This design comes from an exercise in tuning for small area on the open sky130 flow, not from production work. Where RTL was checked, it was by simulation tests only, not by an equivalence proof against the original. Power is estimated from default activity; no workload was simulated.

==> trial 96 <==
==> flow/design.v <==
module audio_seq_synth #(
  parameter int NUM_CH    = 2,
  parameter int DEPTH     = 64,
  parameter int HP_W      = 7,
  parameter int TICK_DIV  = 4,
  parameter int SUB_TICKS = 32,
  parameter int SUBSTEPS  = 8,
  parameter int GATE      = 4,
  localparam int ADDR_W   = $clog2(DEPTH),
  localparam int CH_W     = (NUM_CH > 1) ? $clog2(NUM_CH) : 1
) (
  input  logic              clk,
  input  logic              rst,
  input  logic              run,
  input  logic              wr_en,
  input  logic [CH_W-1:0]   wr_ch,
  input  logic [ADDR_W-1:0] wr_addr,
  input  logic [HP_W-1:0]   wr_data,
  input  logic [ADDR_W-1:0] loop_end,
  output logic              audio,
  output logic [NUM_CH-1:0] ch_out,
  output logic [ADDR_W-1:0] step,
  output logic              beat
);
  localparam int PRE_W = (TICK_DIV > 1) ? $clog2(TICK_DIV) : 1;
  localparam int TC_W  = (SUB_TICKS > 1) ? $clog2(SUB_TICKS) : 1;
  localparam int SUB_W = (SUBSTEPS > 1) ? $clog2(SUBSTEPS) : 1;
  localparam int ACC_W = $clog2(NUM_CH + 1) + 1;
  localparam logic [PRE_W-1:0]  PRE_MAX  = PRE_W'(TICK_DIV - 1);
  localparam logic [TC_W-1:0]   TC_MAX   = TC_W'(SUB_TICKS - 1);
  localparam logic [SUB_W-1:0]  SUB_MAX  = SUB_W'(SUBSTEPS - 1);
  localparam logic [ADDR_W-1:0] STEP_MAX = ADDR_W'(DEPTH - 1);
  localparam logic [ACC_W-1:0]  NUM_CH_V = ACC_W'(NUM_CH);
  localparam int RL = DEPTH - 1;
  logic [NUM_CH-1:0][RL-1:0][HP_W-1:0] ring;
  logic [HP_W-1:0]   tap    [NUM_CH];
  logic [HP_W-1:0]   m0     [NUM_CH];
  logic [HP_W-1:0]   cur    [NUM_CH];
  logic [HP_W-1:0]   nxt    [NUM_CH];
  logic [HP_W-1:0]   hp_cur [NUM_CH];
  logic [HP_W-1:0]   hp_ctr [NUM_CH];
  logic [ADDR_W-1:0] rot;
  logic [PRE_W-1:0]  presc;
  logic [TC_W-1:0]   tc;
  logic [SUB_W-1:0]  sub;
  logic [ACC_W-1:0]  acc;
  logic [ACC_W-1:0]  ch_sum;
  logic [ACC_W-1:0]  mix_s;
  logic [ADDR_W-1:0] next_step;
  logic              tick;
  logic              boundary;
  logic              gate;
  logic              wrap_pt;
  assign tick     = run && (presc == PRE_MAX);
  assign boundary = tick && (tc == TC_MAX) && (sub == SUB_MAX);
  assign gate     = run && (32'(sub) < 32'(GATE));
  always_comb begin
    wrap_pt = 1'b0;
    wrap_pt = (step == loop_end) || (step == STEP_MAX);
    next_step = wrap_pt ? '0 : step + 1'b1;
  end
  logic [HP_W-1:0]   wdata;
  logic [NUM_CH-1:0] wch;
  logic [ADDR_W:0]   wdiff;
  logic [ADDR_W-1:0] wpos;
  logic [RL-1:0]     wsel;
  assign wdata = rst ? '0 : wr_data;
  always_comb begin
    for (int c = 0; c < NUM_CH; c++)
      wch[c] = wr_en && (32'(wr_ch) == c);
    wdiff = {1'b0, wr_addr} - {1'b0, rot};
    if (wdiff[ADDR_W])
      wpos = ADDR_W'(wdiff + (ADDR_W+1)'(RL));
    else if (wdiff[ADDR_W-1:0] == ADDR_W'(RL))
      wpos = '0;
    else
      wpos = wdiff[ADDR_W-1:0];
    for (int k = 0; k < RL; k++)
      wsel[k] = (wpos == ADDR_W'(k)) && (wr_addr != '0);
  end
  always_ff @(posedge clk or posedge rst) begin
    if (rst)
      rot <= '0;
    else
      rot <= (rot == '0) ? ADDR_W'(RL - 1) : rot - 1'b1;
  end
  logic [HP_W-1:0] wdata_n;
  logic [RL-1:0]   rsel [NUM_CH];
  assign wdata_n = ~wdata;
  always_comb
    for (int c = 0; c < NUM_CH; c++)
      for (int k = 0; k < RL; k++)
        rsel[c][k] = rst || (wch[c] && wsel[k]);
  for (genvar c = 0; c < NUM_CH; c++) begin : g_ch
    assign tap[c] = ring[c][0];
    audseq_ring_stage #(.W(HP_W), .INV(0)) u_p0 (
      .clk(clk), .sel(rsel[c][0]), .wd(wdata), .prev(ring[c][RL-1]),
      .q(ring[c][0]));
    for (genvar k = 1; k < RL; k++) begin : g_pos
      logic [HP_W-1:0] wd;
      assign wd = (k % 2 == 1) ? wdata : wdata_n;
      audseq_ring_stage #(.W(HP_W), .INV(1)) u_st (
        .clk(clk), .sel(rsel[c][k]), .wd(wd), .prev(ring[c][k-1]),
        .q(ring[c][k]));
    end
  end
  always_ff @(posedge clk) begin
    for (int c = 0; c < NUM_CH; c++)
      if (rst || (wch[c] && wr_addr == '0))
        m0[c] <= wdata;
  end
  logic wr_cur, wr_nxt, nxt_fill;
  assign wr_cur   = (wr_addr == step);
  assign wr_nxt   = (wr_addr == step + 1'b1);
  assign nxt_fill = (rot == step);
  always_ff @(posedge clk or posedge rst) begin
    if (rst) begin
      for (int c = 0; c < NUM_CH; c++) begin
        cur[c] <= '0;
        nxt[c] <= '0;
      end
    end else begin
      for (int c = 0; c < NUM_CH; c++) begin
        if (boundary)
          cur[c] <= (wch[c] && wr_nxt) ? wr_data : nxt[c];
        else if (wch[c] && wr_cur)
          cur[c] <= wr_data;
        if (!boundary) begin
          if (wch[c] && wr_nxt)
            nxt[c] <= wr_data;
          else if (nxt_fill)
            nxt[c] <= tap[c];
        end
      end
    end
  end
  always_ff @(posedge clk or posedge rst) begin
    if (rst) begin
      presc <= '0;
      tc    <= '0;
      sub   <= '0;
      step  <= '0;
      beat  <= 1'b0;
    end else begin
      beat <= boundary;
      if (run) begin
        presc <= tick ? '0 : presc + 1'b1;
        if (tick) begin
          tc <= (tc == TC_MAX) ? '0 : tc + 1'b1;
          if (tc == TC_MAX)
            sub <= (sub == SUB_MAX) ? '0 : sub + 1'b1;
        end
        if (boundary)
          step <= next_step;
      end
    end
  end
  always_ff @(posedge clk or posedge rst) begin
    if (rst) begin
      for (int c = 0; c < NUM_CH; c++) begin
        hp_cur[c] <= '0;
        hp_ctr[c] <= '0;
      end
      ch_out <= '0;
    end else begin
      for (int c = 0; c < NUM_CH; c++) begin
        if (!run)
          hp_cur[c] <= (step == '0) ? m0[c] : cur[c];
        else if (boundary)
          hp_cur[c] <= wrap_pt ? m0[c] : nxt[c];
        if (boundary || !gate || (hp_cur[c] == '0)) begin
          ch_out[c] <= 1'b0;
          hp_ctr[c] <= '0;
        end else if (tick) begin
          if (hp_ctr[c] == hp_cur[c] - 1'b1) begin
            ch_out[c] <= ~ch_out[c];
            hp_ctr[c] <= '0;
          end else begin
            hp_ctr[c] <= hp_ctr[c] + 1'b1;
          end
        end
      end
    end
  end
  always_comb begin
    ch_sum = '0;
    for (int c = 0; c < NUM_CH; c++)
      ch_sum = ch_sum + ACC_W'(ch_out[c]);
    mix_s = acc + ch_sum;
  end
  always_ff @(posedge clk or posedge rst) begin
    if (rst) begin
      acc   <= '0;
      audio <= 1'b0;
    end else if (!run) begin
      audio <= 1'b0;
    end else if (mix_s >= NUM_CH_V) begin
      audio <= 1'b1;
      acc   <= mix_s - NUM_CH_V;
    end else begin
      audio <= 1'b0;
      acc   <= mix_s;
    end
  end
endmodule
module audseq_ring_stage #(
  parameter int W   = 7,
  parameter bit INV = 1'b1
) (
  input  logic         clk,
  input  logic         sel,
  input  logic [W-1:0] wd,
  input  logic [W-1:0] prev,
  output logic [W-1:0] q
);
  always_ff @(posedge clk)
    if (INV)
      q <= ~(sel ? wd : prev);
    else
      q <= sel ? wd : prev;
endmodule
==> flow/run.sh <==
#!/bin/bash
# synth_recipe.tcl (not shown) runs the flow's synth.tcl, then flattens the netlist and writes it again
# the make line also repeats each setting of config.mk as NAME=value (left out here)
make -C /OpenROAD-flow-scripts/flow DESIGN_CONFIG=/design/flow/config.mk WORK_HOME=/design/flow/orfs CLKGATE_MAP_FILE= SYNTH_SCRIPT=/design/flow/synth_recipe.tcl finish
==> flow/config.mk <==
export PLATFORM = sky130hd
export DESIGN_NAME = audio_seq_synth
export DESIGN_NICKNAME = audio_seq_synth
export VERILOG_FILES = /design/flow/design.v
export SDC_FILE = /design/flow/constraint.sdc
export NUM_CORES = 4
export LEC_CHECK = 0
export CAP_MARGIN = 20
export CORE_MARGIN = 2
export CORE_UTILIZATION = 25
export CTS_BUF_LIST = sky130_fd_sc_hd__clkbuf_4
export SLEW_MARGIN = 20
export SYNTH_HIERARCHICAL = 1
==> flow/constraint.sdc <==
create_clock -name core_clock -period 10.0 [get_ports {clk}]
set_input_delay 2.0000 -clock core_clock [delete_from_list [all_inputs] [get_ports {clk}]]
set_output_delay 2.0000 -clock core_clock [all_outputs]
set_load 0.01 [all_outputs]
==> trial 16: changes against trial 96 <==
==> flow/design.v, changed modules only <==
module audio_seq_synth #(
  parameter int NUM_CH    = 2,
  parameter int DEPTH     = 64,
  parameter int HP_W      = 7,
  parameter int TICK_DIV  = 4,
  parameter int SUB_TICKS = 32,
  parameter int SUBSTEPS  = 8,
  parameter int GATE      = 4,
  localparam int ADDR_W   = $clog2(DEPTH),
  localparam int CH_W     = (NUM_CH > 1) ? $clog2(NUM_CH) : 1
) (
  input  logic              clk,
  input  logic              rst,
  input  logic              run,
  input  logic              wr_en,
  input  logic [CH_W-1:0]   wr_ch,
  input  logic [ADDR_W-1:0] wr_addr,
  input  logic [HP_W-1:0]   wr_data,
  input  logic [ADDR_W-1:0] loop_end,
  output logic              audio,
  output logic [NUM_CH-1:0] ch_out,
  output logic [ADDR_W-1:0] step,
  output logic              beat
);
  localparam int PRE_W = (TICK_DIV > 1) ? $clog2(TICK_DIV) : 1;
  localparam int TC_W  = (SUB_TICKS > 1) ? $clog2(SUB_TICKS) : 1;
  localparam int SUB_W = (SUBSTEPS > 1) ? $clog2(SUBSTEPS) : 1;
  localparam int ACC_W = $clog2(NUM_CH + 1) + 1;
  localparam logic [PRE_W-1:0]  PRE_MAX  = PRE_W'(TICK_DIV - 1);
  localparam logic [TC_W-1:0]   TC_MAX   = TC_W'(SUB_TICKS - 1);
  localparam logic [SUB_W-1:0]  SUB_MAX  = SUB_W'(SUBSTEPS - 1);
  localparam logic [ADDR_W-1:0] STEP_MAX = ADDR_W'(DEPTH - 1);
  localparam logic [ACC_W-1:0]  NUM_CH_V = ACC_W'(NUM_CH);
  logic [HP_W-1:0]   mem    [NUM_CH][DEPTH];
  logic [HP_W-1:0]   hp_cur [NUM_CH];
  logic [HP_W-1:0]   hp_ctr [NUM_CH];
  logic [PRE_W-1:0]  presc;
  logic [TC_W-1:0]   tc;
  logic [SUB_W-1:0]  sub;
  logic [ACC_W-1:0]  acc;
  logic [ACC_W-1:0]  ch_sum;
  logic [ACC_W-1:0]  mix_s;
  logic [ADDR_W-1:0] next_step;
  logic              tick;
  logic              boundary;
  logic              gate;
  logic              wrap_pt;
  assign tick     = run && (presc == PRE_MAX);
  assign boundary = tick && (tc == TC_MAX) && (sub == SUB_MAX);
  assign gate     = run && (32'(sub) < 32'(GATE));
  always_comb begin
    wrap_pt = 1'b0;
    wrap_pt = (step == loop_end) || (step == STEP_MAX);
    next_step = wrap_pt ? '0 : step + 1'b1;
  end
  always_ff @(posedge clk or posedge rst) begin
    if (rst) begin
      for (int c = 0; c < NUM_CH; c++)
        for (int a = 0; a < DEPTH; a++)
          mem[c][a] <= '0;
    end else if (wr_en && (32'(wr_ch) < 32'(NUM_CH)) && (32'(wr_addr) < 32'(DEPTH))) begin
      mem[wr_ch][wr_addr] <= wr_data;
    end
  end
  always_ff @(posedge clk or posedge rst) begin
    if (rst) begin
      presc <= '0;
      tc    <= '0;
      sub   <= '0;
      step  <= '0;
      beat  <= 1'b0;
    end else begin
      beat <= boundary;
      if (run) begin
        presc <= tick ? '0 : presc + 1'b1;
        if (tick) begin
          tc <= (tc == TC_MAX) ? '0 : tc + 1'b1;
          if (tc == TC_MAX)
            sub <= (sub == SUB_MAX) ? '0 : sub + 1'b1;
        end
        if (boundary)
          step <= next_step;
      end
    end
  end
  always_ff @(posedge clk or posedge rst) begin
    if (rst) begin
      for (int c = 0; c < NUM_CH; c++) begin
        hp_cur[c] <= '0;
        hp_ctr[c] <= '0;
      end
      ch_out <= '0;
    end else begin
      for (int c = 0; c < NUM_CH; c++) begin
        if (!run)
          hp_cur[c] <= mem[c][step];
        else if (boundary)
          hp_cur[c] <= mem[c][next_step];
        if (boundary || !gate || (hp_cur[c] == '0)) begin
          ch_out[c] <= 1'b0;
          hp_ctr[c] <= '0;
        end else if (tick) begin
          if (hp_ctr[c] == hp_cur[c] - 1'b1) begin
            ch_out[c] <= ~ch_out[c];
            hp_ctr[c] <= '0;
          end else begin
            hp_ctr[c] <= hp_ctr[c] + 1'b1;
          end
        end
      end
    end
  end
  always_comb begin
    ch_sum = '0;
    for (int c = 0; c < NUM_CH; c++)
      ch_sum = ch_sum + ACC_W'(ch_out[c]);
    mix_s = acc + ch_sum;
  end
  always_ff @(posedge clk or posedge rst) begin
    if (rst) begin
      acc   <= '0;
      audio <= 1'b0;
    end else if (!run) begin
      audio <= 1'b0;
    end else if (mix_s >= NUM_CH_V) begin
      audio <= 1'b1;
      acc   <= mix_s - NUM_CH_V;
    end else begin
      audio <= 1'b0;
      acc   <= mix_s;
    end
  end
endmodule
// module audseq_ring_stage removed
- CTS_BUF_LIST: sky130_fd_sc_hd__clkbuf_4 -> not set
- SYNTH_HIERARCHICAL: 1 -> not set
==> comparison <==
- Against trial 16, the area after synthesis of trial 96 is lower by about 30%.
- In trial 96 the clock skew is lower than in trial 16, by 18 ps.
- Of trial 96 and trial 16, trial 96 has the higher maximum frequency (gap 24%, measured against trial 16).
- Between trial 96 and trial 16, the lower synthesized cell count is in trial 96 (gap about 40%, measured against trial 16).
- Against trial 16, the register-to-register slack of trial 96 is better by 2400 ps.
- Of trial 16 and trial 96, trial 16 has the higher power (gap about 25%, measured against trial 96).
- Of trial 16 and trial 96, trial 16 has the higher utilization (gap 2.3 points).
- Between trial 16 and trial 96, the lower die area is in trial 96 (gap about 40%, measured against trial 96).
- In trial 16 the sequential cell count is lower than in trial 96, by 34.
- Against trial 96, the sequential share of layout area of trial 16 is lower by 11 points.
Only the layout flow was run in trial 16; the RTL was not checked for function there.

-- what the ideal ports hide --
No port has a modelled driver above. Below, the same layouts with a new extraction and two added sets of constraints.
Step 1 (the two cells are an assumption about what drives the block):
set clk [get_ports {clk}]
set_driving_cell -lib_cell sky130_fd_sc_hd__clkbuf_16 $clk
set_driving_cell -lib_cell sky130_fd_sc_hd__buf_2 [delete_from_list [all_inputs] $clk]
Step 2 times the ports against the registers' clock, not the clock port: input delays grow and output delays shrink by t, the midpoint of the rising clock arrivals with the driver on.
Slacks: no drivers / after step 1 / after step 2; pairs: no drivers / after step 1.
run | t, ns | setup WS [ns] | worst hold slack (ns) | worst register clock-pin slew, ns | cell pins on the clock port's net
trial 96 | 1.105 | 4.530 / 4.563 / 3.458 | 0.351 / 0.351 / 0.351 | 0.08 / 0.08 | 1
trial 16 | 0.916 | 3.210 / 3.210 / 2.422 | 0.489 / 0.489 / 0.489 | 0.08 / 0.08 | 1
After both steps every run listed still meets setup and hold. For trial 96, which loses most, drivers alone change the setup slack by +0.033 ns; drivers and shift together by -1.072 ns.
